Background: an optimization exercise with open tools, aiming at small area, a short achievable clock period and few clock cycles. Do not read the settings as production practice.
The RTL was checked by simulation tests, not by an equivalence proof against the original design.

==> flow/design.v (excerpt) <==
module lms_weight_top (
    input  logic                     clk,
    input  logic                     rstn,
    input  logic                     req_valid,
    input  lms_pkg::tap_t            req_tap,
    input  lms_pkg::sample_t         req_err,
    input  lms_pkg::sample_t         req_ref,
    input  logic [32-1:0]  req_power,
    input  lms_pkg::tap_t            rd_tap,
    output logic                     credit_return,
    output logic                     upd_done,
    output lms_pkg::tap_t            upd_tap,
    output lms_pkg::weight_t         rd_weight
);
Size: about 4100 cells after synthesis, ~1000 flip-flops.
Settings: LEC_CHECK=0, CAP_MARGIN=20, CORE_MARGIN=2, CORE_UTILIZATION=40, SETUP_SLACK_MARGIN=5, SLEW_MARGIN=20; clock period 10.0 ns.
standard.sh (not shown) runs the stock make flow with config.mk's settings and CLKGATE_MAP_FILE= SYNTH_SCRIPT=/design/flow/synth_recipe.tcl, a recipe that flattens the netlist after the stock synthesis.
==> flow/flow/run.sh <==
#!/bin/bash
set -euo pipefail
sed 's/SETUP_SLACK_MARGIN=[0-9.]*/SETUP_SLACK_MARGIN=6.2/' standard.sh > standard_margin.sh
grep -q 'SETUP_SLACK_MARGIN=6.2' standard_margin.sh
bash standard_margin.sh > standard_run.log 2>&1
Testbench counts at the start, summed over its fixed seeds: cycles 4,479.
Then changed:
==> flow/run.sh (new file) <==
#!/bin/bash
# synth_recipe.tcl (not shown) runs the flow's synth.tcl, then flattens the netlist and writes it again
# the make line also repeats each setting of config.mk as NAME=value (left out here)
make -C /OpenROAD-flow-scripts/flow DESIGN_CONFIG=/design/flow/config.mk WORK_HOME=/design/flow/orfs CLKGATE_MAP_FILE= SYNTH_SCRIPT=/design/flow/synth_recipe.tcl finish
removed: flow/flow/run.sh
removed: flow/standard.sh
Area after synthesis stays the same.
Final cell count drops by 2.3%.
Setup slack is worse by 0.86 ns.
Final area shrinks by 4.0%.
Core utilization fell by 1.9 points.
Via count shrinks by 2.5%.
Global-route usage fell by 0.30 points.
Register-to-register slack degrades by 0.86 ns.


run A:
Another version of the RTL of lms_weight_top (not shown whole).
Size in the first run: about 4400 cells after synthesis, ~1000 flip-flops, ~96 I/O pins, roughly 59000 um^2 of cells after synthesis.
Settings: LEC_CHECK=0, CAP_MARGIN=20, CORE_MARGIN=2, CORE_UTILIZATION=40, SETUP_SLACK_MARGIN=5, SLEW_MARGIN=20; clock period 10.0 ns.
==> flow/flow/run.sh <==
#!/bin/bash
set -euo pipefail
sed 's/SETUP_SLACK_MARGIN=[0-9.]*/SETUP_SLACK_MARGIN=5.8/' standard.sh > standard_margin.sh
grep -q 'SETUP_SLACK_MARGIN=5.8' standard_margin.sh
bash standard_margin.sh > standard_run.log 2>&1
Testbench counts of run A, summed over its fixed seeds: cycles 4,328.
Setup changes, run A to run B
==> flow/flow/run.sh <==
#!/bin/bash
set -euo pipefail
sed 's/SETUP_SLACK_MARGIN=[0-9.]*/SETUP_SLACK_MARGIN=6.2/' standard.sh > standard_margin.sh
grep -q 'SETUP_SLACK_MARGIN=6.2' standard_margin.sh
bash standard_margin.sh > standard_run.log 2>&1
Notes after the runs:
- Run B against run A: final core utilization up 1.4 points, length of routed wiring on met1 went up about 4%, area of the die essentially unchanged.
- Taking run A as the reference, in run B clock buffer count fell by 8, worst hold slack across all endpoints rose by 0.0045 ns.
- Cmp run B and run A / stage delay of the slowest cell on the critical path / lower: run B
- Looking at capture point of the critical path, the ctrl_i.p_ps[13] result is from run B; the ctrl_i.credit_return one comes from run A.


run 1:
Starting RTL as in the previous note.
==> flow/config.mk <==
export PLATFORM = sky130hd
export DESIGN_NAME = lms_weight_top
export DESIGN_NICKNAME = lms_weight_top
export VERILOG_FILES = /design/flow/design.v
export SDC_FILE = /design/flow/constraint.sdc
export NUM_CORES = 4
export LEC_CHECK = 0
export CAP_MARGIN = 20
export CORE_MARGIN = 2
export CORE_UTILIZATION = 40
export CTS_BUF_LIST = sky130_fd_sc_hd__clkbuf_8
export SETUP_SLACK_MARGIN = 5
export SLEW_MARGIN = 20
==> flow/constraint.sdc <==
create_clock -name core_clock -period 10.0 [get_ports {clk}]
set_input_delay 2.0000 -clock core_clock [delete_from_list [all_inputs] [get_ports {clk}]]
set_output_delay 2.0000 -clock core_clock [all_outputs]
set_load 0.01 [all_outputs]
==> flow/flow/run.sh <==
#!/bin/bash
set -euo pipefail
sed 's/SETUP_SLACK_MARGIN=[0-9.]*/SETUP_SLACK_MARGIN=5.8/' standard.sh > standard_margin.sh
grep -q 'SETUP_SLACK_MARGIN=5.8' standard_margin.sh
bash standard_margin.sh > standard_run.log 2>&1
Testbench counts of run 1, summed over its fixed seeds: cycles 4,328.
The following lists how run 2 was set up differently from run 1:
- CTS_BUF_LIST: sky130_fd_sc_hd__clkbuf_8 -> unset
==> flow/flow/run.sh <==
#!/bin/bash
set -euo pipefail
sed 's/SETUP_SLACK_MARGIN=[0-9.]*/SETUP_SLACK_MARGIN=6.5/' standard.sh > standard_margin.sh
grep -q 'SETUP_SLACK_MARGIN=6.5' standard_margin.sh
bash standard_margin.sh > standard_run.log 2>&1
Findings:
- The higher area growth from synthesis to layout of run 2 and run 1 is in run 2.
- Comparing run 2 and run 1, the higher routability-driven placement congestion ratio is on run 2.
- Proportion of cell area occupied by registers in run 2 is 2.5 points below run 1.
- Re number of flip-flops and latches: no difference whatsoever between run 2 and run 1.
> inputs changed (run 2 -> run 3)
==> flow/flow/run.sh <==
#!/bin/bash
set -euo pipefail
sed 's/SETUP_SLACK_MARGIN=[0-9.]*/SETUP_SLACK_MARGIN=7.0/' standard.sh > standard_margin.sh
grep -q 'SETUP_SLACK_MARGIN=7.0' standard_margin.sh
bash standard_margin.sh > standard_run.log 2>&1
==> comparison <==
Max routed length on met3 across run 3 and run 2: run 3
Flip-flop and latch share of the layout cell area (run 3 over run 2): decrease, 1.6 points
In run 3, overall track demand over capacity in global routing is higher than in run 2.
Of the two values seen for termination of the worst setup path, ctrl_i.p_ps[13]$_DFFE_PP_ was produced by run 2 and ctrl_i.credit_return$_DFF_PN0_ by run 3.
[diff] post-route cell area, run 3 relative to run 2: regression
[inputs] run 4 vs run 3
- CTS_CLUSTER_SIZE: unset -> 30
- CORE_UTILIZATION: 40 -> 50
- CTS_BUF_LIST: unset -> sky130_fd_sc_hd__clkbuf_8
==> flow/flow/run.sh <==
#!/bin/bash
set -euo pipefail
sed 's/SETUP_SLACK_MARGIN=[0-9.]*/SETUP_SLACK_MARGIN=5.8/' standard.sh > standard_margin.sh
grep -q 'SETUP_SLACK_MARGIN=5.8' standard_margin.sh
bash standard_margin.sh > standard_run.log 2>&1
Findings:
Changes observed in run 4 relative to run 3: count of clock-buffer cells in the layout moved up; area of the core region moved down; cell area moved down; sequential share of cell area moved up.

port drivers added, routing unchanged:
The results above use ideal ports. As a check the final layouts listed here were re-extracted and re-timed, cells and wires unchanged. Step 1 sets driving cells, clkbuf_16 on the clock port and buf_2 on the other inputs (assumed; they add their load-dependent delay and slew). Step 2 times the ports against the registers' clock, not the clock port: input delays grow and output delays shrink by t, the midpoint of the rising clock arrivals with the driver on. Slacks: ideal / step 1 / step 2; pairs: ideal / step 1.
run | shift t [ns] | slack for setup (ns) | hold slack, ns | latest minus earliest clock arrival (ns)
the first run of note 1 | 0.812 | 5.969 / 5.969 / 5.503 | 0.431 / 0.431 / 0.431 | 0.090 / 0.090
the second run of note 1 | 0.806 | 5.111 / 5.111 / 4.918 | 0.424 / 0.424 / 0.424 | 0.086 / 0.086
run A | 0.805 | 5.801 / 5.801 / 5.228 | 0.418 / 0.418 / 0.418 | 0.089 / 0.090
run B | 0.788 | 5.909 / 5.909 / 5.483 | 0.423 / 0.423 / 0.423 | 0.101 / 0.100
run 1 | 0.948 | 5.760 / 5.760 / 5.023 | 0.419 / 0.419 / 0.419 | 0.083 / 0.083
run 2 | 0.814 | 5.807 / 5.807 / 5.658 | 0.418 / 0.418 / 0.418 | 0.058 / 0.058
run 3 | 0.812 | 5.897 / 5.897 / 5.749 | 0.418 / 0.418 / 0.418 | 0.100 / 0.100
run 4 | 0.933 | 5.699 / 5.699 / 4.945 | 0.417 / 0.417 / 0.417 | 0.062 / 0.063
After both steps every run listed still meets setup and hold. For run 4, which loses most, drivers alone change the setup slack by 0.000 ns; drivers and shift together by -0.754 ns.
